Background: an optimization exercise with open tools, aiming at small area and a short achievable clock period. Do not read the settings as production practice.
At most, simulation tests tie the RTL to the original design; equivalence was not proved.
Power figures rest on the tool's default switching activity, not on a simulated workload.

Setup of old:
==> flow/design.v <==
package mem_resp_pkg;
  localparam int unsigned MR_ADDR_W = 8;
  localparam int unsigned MR_DATA_W = 8;
  localparam int unsigned MR_DEPTH  = 200;
  localparam int unsigned MR_RD_LAT = 2;
  localparam int unsigned             MR_FILL_W   = 64;
  localparam logic [MR_FILL_W-1:0]    MR_OOR_FILL = '1;
endpackage
module mem_resp_sel #(
  parameter int unsigned N = 32,
  parameter int unsigned W = 8
) (
  input  logic [N-1:0]   sel,
  input  logic [N*W-1:0] d,
  output logic [W-1:0]   y
);
  always_comb begin
    y = '0;
    for (int unsigned e = 0; e < N; e++) y = y | ({W{sel[e]}} & d[e*W +: W]);
  end
endmodule
module mem_resp_dec #(
  parameter int unsigned A = 5,
  parameter int unsigned N = 32
) (
  input  logic [A-1:0] a,
  output logic [N-1:0] sel
);
  always_comb begin
    for (int unsigned e = 0; e < N; e++) sel[e] = a == A'(e);
  end
endmodule
module mem_responder #(
  parameter int unsigned ADDR_W = mem_resp_pkg::MR_ADDR_W,
  parameter int unsigned DATA_W = mem_resp_pkg::MR_DATA_W,
  parameter int unsigned DEPTH  = mem_resp_pkg::MR_DEPTH
) (
  input  logic              clk,
  input  logic              rst_n,
  input  logic              enable,
  input  logic              read,
  input  logic [ADDR_W-1:0] addr,
  input  logic [DATA_W-1:0] wdata,
  output logic [DATA_W-1:0] data,
  output logic              data_valid,
  output logic              err
);
  localparam logic [DATA_W-1:0] FILL = DATA_W'(mem_resp_pkg::MR_OOR_FILL);
  localparam int unsigned       NCOL = 16;                         
  localparam int unsigned       NROW = (DEPTH + NCOL - 1) / NCOL;  
  localparam int unsigned       NENT = 32;                         
  localparam int unsigned       NGRP = (DEPTH + NENT - 1) / NENT;  
  logic w_in_range, w_wr_req, w_rd_req;
  assign w_in_range = 32'(addr) < DEPTH;
  assign w_wr_req   = enable & ~read;
  assign w_rd_req   = enable & read;
  logic [NCOL-1:0]   r_col_n;
  logic [NROW-1:0]   r_row_wr_n;
  logic [DATA_W-1:0] r_wdata;
  always_ff @(posedge clk or negedge rst_n) begin
    if (!rst_n) begin
      r_col_n    <= '0;
      r_row_wr_n <= '0;
      r_wdata    <= '0;
    end else begin
      for (int unsigned j = 0; j < NCOL; j++) r_col_n[j] <= addr[3:0] != 4'(j);
      for (int unsigned i = 0; i < NROW; i++) r_row_wr_n[i] <= ~(w_wr_req & (addr[7:4] == 4'(i)));
      if (w_wr_req) r_wdata <= wdata;
    end
  end
  logic [DATA_W-1:0] r_mem [DEPTH];
  for (genvar b = 0; b < DEPTH; b++) begin : g_mem
    always_ff @(posedge clk) begin
      if (~(r_row_wr_n[b / NCOL] | r_col_n[b % NCOL])) r_mem[b] <= r_wdata;
    end
  end
  logic [DATA_W-1:0] w_part [NGRP];
  logic              w_hit;
  for (genvar g = 0; g < NGRP; g++) begin : g_sel
    localparam int unsigned NE = (DEPTH - g * NENT < NENT) ? DEPTH - g * NENT : NENT;
    logic [NE-1:0]        w_ent;
    logic [NE*DATA_W-1:0] w_d;
    for (genvar e = 0; e < NE; e++) begin : g_d
      assign w_d[e*DATA_W +: DATA_W] = r_mem[g * NENT + e];
    end
    mem_resp_dec #(.A(5), .N(NE)) u_dec (
      .a   (addr[4:0]),
      .sel (w_ent)
    );
    mem_resp_sel #(.N(NE), .W(DATA_W)) u_sel (
      .sel (w_ent),
      .d   (w_d),
      .y   (w_part[g])
    );
  end
  assign w_hit = ~(r_row_wr_n[addr[7:4]] | r_col_n[addr[3:0]]);
  logic [DATA_W-1:0] r_part [NGRP];
  logic [NGRP-1:0]   r_grp;      
  logic              r_hit;
  logic              r_oor;
  logic              r_rd;
  always_ff @(posedge clk) begin
    for (int unsigned g = 0; g < NGRP; g++) r_part[g] <= w_part[g];
    for (int unsigned g = 0; g < NGRP; g++) r_grp[g] <= addr[7:5] == 3'(g);
    r_hit  <= w_hit;
    r_oor  <= ~w_in_range;
  end
  always_ff @(posedge clk or negedge rst_n) begin
    if (!rst_n) r_rd <= 1'b0;
    else        r_rd <= w_rd_req;
  end
  logic [DATA_W-1:0] w_rd_data;
  always_comb begin
    w_rd_data = '0;
    for (int unsigned g = 0; g < NGRP; g++)
      w_rd_data = w_rd_data | ({DATA_W{r_grp[g]}} & r_part[g]);
    if (r_hit) w_rd_data = r_wdata;
    if (r_oor) w_rd_data = FILL;
  end
  logic              r_valid;
  logic              r_err;
  logic [DATA_W-1:0] r_data;
  always_ff @(posedge clk or negedge rst_n) begin
    if (!rst_n) begin
      r_valid <= 1'b0;
      r_err   <= 1'b0;
      r_data  <= '0;
    end else begin
      r_valid <= r_rd;
      r_err   <= (r_rd & r_oor) | (w_wr_req & ~w_in_range);
      if (r_rd) r_data <= w_rd_data;
    end
  end
  assign data       = r_data;
  assign data_valid = r_valid;
  assign err        = r_err;
endmodule
Settings: LEC_CHECK=0, CAP_MARGIN=20, CORE_MARGIN=2, CORE_UTILIZATION=70, CTS_CLUSTER_DIAMETER=100, CTS_CLUSTER_SIZE=24, PLACE_DENSITY_LB_ADDON=0.08, SETUP_SLACK_MARGIN=3.6, SLEW_MARGIN=20, SYNTH_HIERARCHICAL=1; clock period 6.0 ns.
run.sh (not shown) runs the stock make flow with config.mk's settings and CLKGATE_MAP_FILE= SYNTH_SCRIPT=/design/flow/synth_recipe.tcl, a recipe that flattens the netlist after the stock synthesis.
Input changes introduced in new (baseline for comparison: old):
-- flow/design.v --
<<< old, line 13
  input  logic [N-1:0]   sel,
  input  logic [N*W-1:0] d,
  output logic [W-1:0]   y
);
  always_comb begin
    y = '0;
    for (int unsigned e = 0; e < N; e++) y = y | ({W{sel[e]}} & d[e*W +: W]);
  end
endmodule
module mem_resp_dec #(
>>> new, line 13
  input  logic [N-1:0]   sel,
  input  logic [N*W-1:0] d,
  output logic [W-1:0]   y_n
);
  logic [W-1:0] y;
  always_comb begin
    y = '0;
    for (int unsigned e = 0; e < N; e++) y = y | ({W{sel[e]}} & d[e*W +: W]);
  end
  assign y_n = ~y;
endmodule
module mem_resp_dec #(
<<< old, line 75
    end
  end
  logic [DATA_W-1:0] w_part [NGRP];
  logic              w_hit;
  for (genvar g = 0; g < NGRP; g++) begin : g_sel
>>> new, line 77
    end
  end
  logic [DATA_W-1:0] w_part_n [NGRP];
  logic              w_hit;
  for (genvar g = 0; g < NGRP; g++) begin : g_sel
<<< old, line 91
      .sel (w_ent),
      .d   (w_d),
      .y   (w_part[g])
    );
  end
  assign w_hit = ~(r_row_wr_n[addr[7:4]] | r_col_n[addr[3:0]]);
  logic [DATA_W-1:0] r_part [NGRP];
  logic [NGRP-1:0]   r_grp;      
  logic              r_hit;
>>> new, line 93
      .sel (w_ent),
      .d   (w_d),
      .y_n (w_part_n[g])
    );
  end
  assign w_hit = ~(r_row_wr_n[addr[7:4]] | r_col_n[addr[3:0]]);
  logic [DATA_W-1:0] r_part_n [NGRP];   
  logic [NGRP-1:0]   r_grp;      
  logic              r_hit;
<<< old, line 101
  logic              r_rd;
  always_ff @(posedge clk) begin
    for (int unsigned g = 0; g < NGRP; g++) r_part[g] <= w_part[g];
    for (int unsigned g = 0; g < NGRP; g++) r_grp[g] <= addr[7:5] == 3'(g);
    r_hit  <= w_hit;
>>> new, line 103
  logic              r_rd;
  always_ff @(posedge clk) begin
    for (int unsigned g = 0; g < NGRP; g++) r_part_n[g] <= w_part_n[g];
    for (int unsigned g = 0; g < NGRP; g++) r_grp[g] <= addr[7:5] == 3'(g);
    r_hit  <= w_hit;
<<< old, line 114
    w_rd_data = '0;
    for (int unsigned g = 0; g < NGRP; g++)
      w_rd_data = w_rd_data | ({DATA_W{r_grp[g]}} & r_part[g]);
    if (r_hit) w_rd_data = r_wdata;
    if (r_oor) w_rd_data = FILL;
>>> new, line 116
    w_rd_data = '0;
    for (int unsigned g = 0; g < NGRP; g++)
      w_rd_data = w_rd_data | ({DATA_W{r_grp[g]}} & ~r_part_n[g]);
    if (r_hit) w_rd_data = r_wdata;
    if (r_oor) w_rd_data = FILL;
## What came out
- There was hardly any difference in sequential power between old and new.
- new: setup slack 0.0079 ns above old
- Diff old -> new | final cell count | down slightly
- The global-route usage over all layers of new falls short of that of old by 0.37 points.
- [compare] base=old new=new: met1 layer usage reported by global route rose by 1.3 points; finished layout cell area fell by about 0.47%; vertical extent of the die stayed essentially flat; total power of the final layout rose by 0.78%.
- Lower static leakage was reported by new, not old.
No functional check of the RTL was part of new.

## separate check: timing with driven ports
How much do the figures lean on ideal ports? The routed layouts below were timed once more, with nothing changed but the port constraints. Step 1: set_driving_cell puts a clkbuf_16 on clk and a buf_2 on each other input, an assumption about the parent block. Step 2 adds t to the input delays and takes it off the output delays; t is the mean of the earliest and latest rising clock arrival at the registers after step 1. Input paths then give back, and output paths get back, about the clock's delay inside the block. Three values: ideal ports, drivers, drivers and shift; two values: the first two.
| run | shift t [ns] | setup slack, ns | cell pins on the clock port's net |
|---|---|---|---|
| old | 0.756 | 3.496 / 3.298 / 2.542 | 1 |
| new | 0.728 | 3.503 / 3.431 / 2.797 | 1 |
After both steps setup and hold are still met in every run listed. The setup slack of old, which loses most, moves by -0.198 ns with the drivers and by -0.954 ns with both steps.
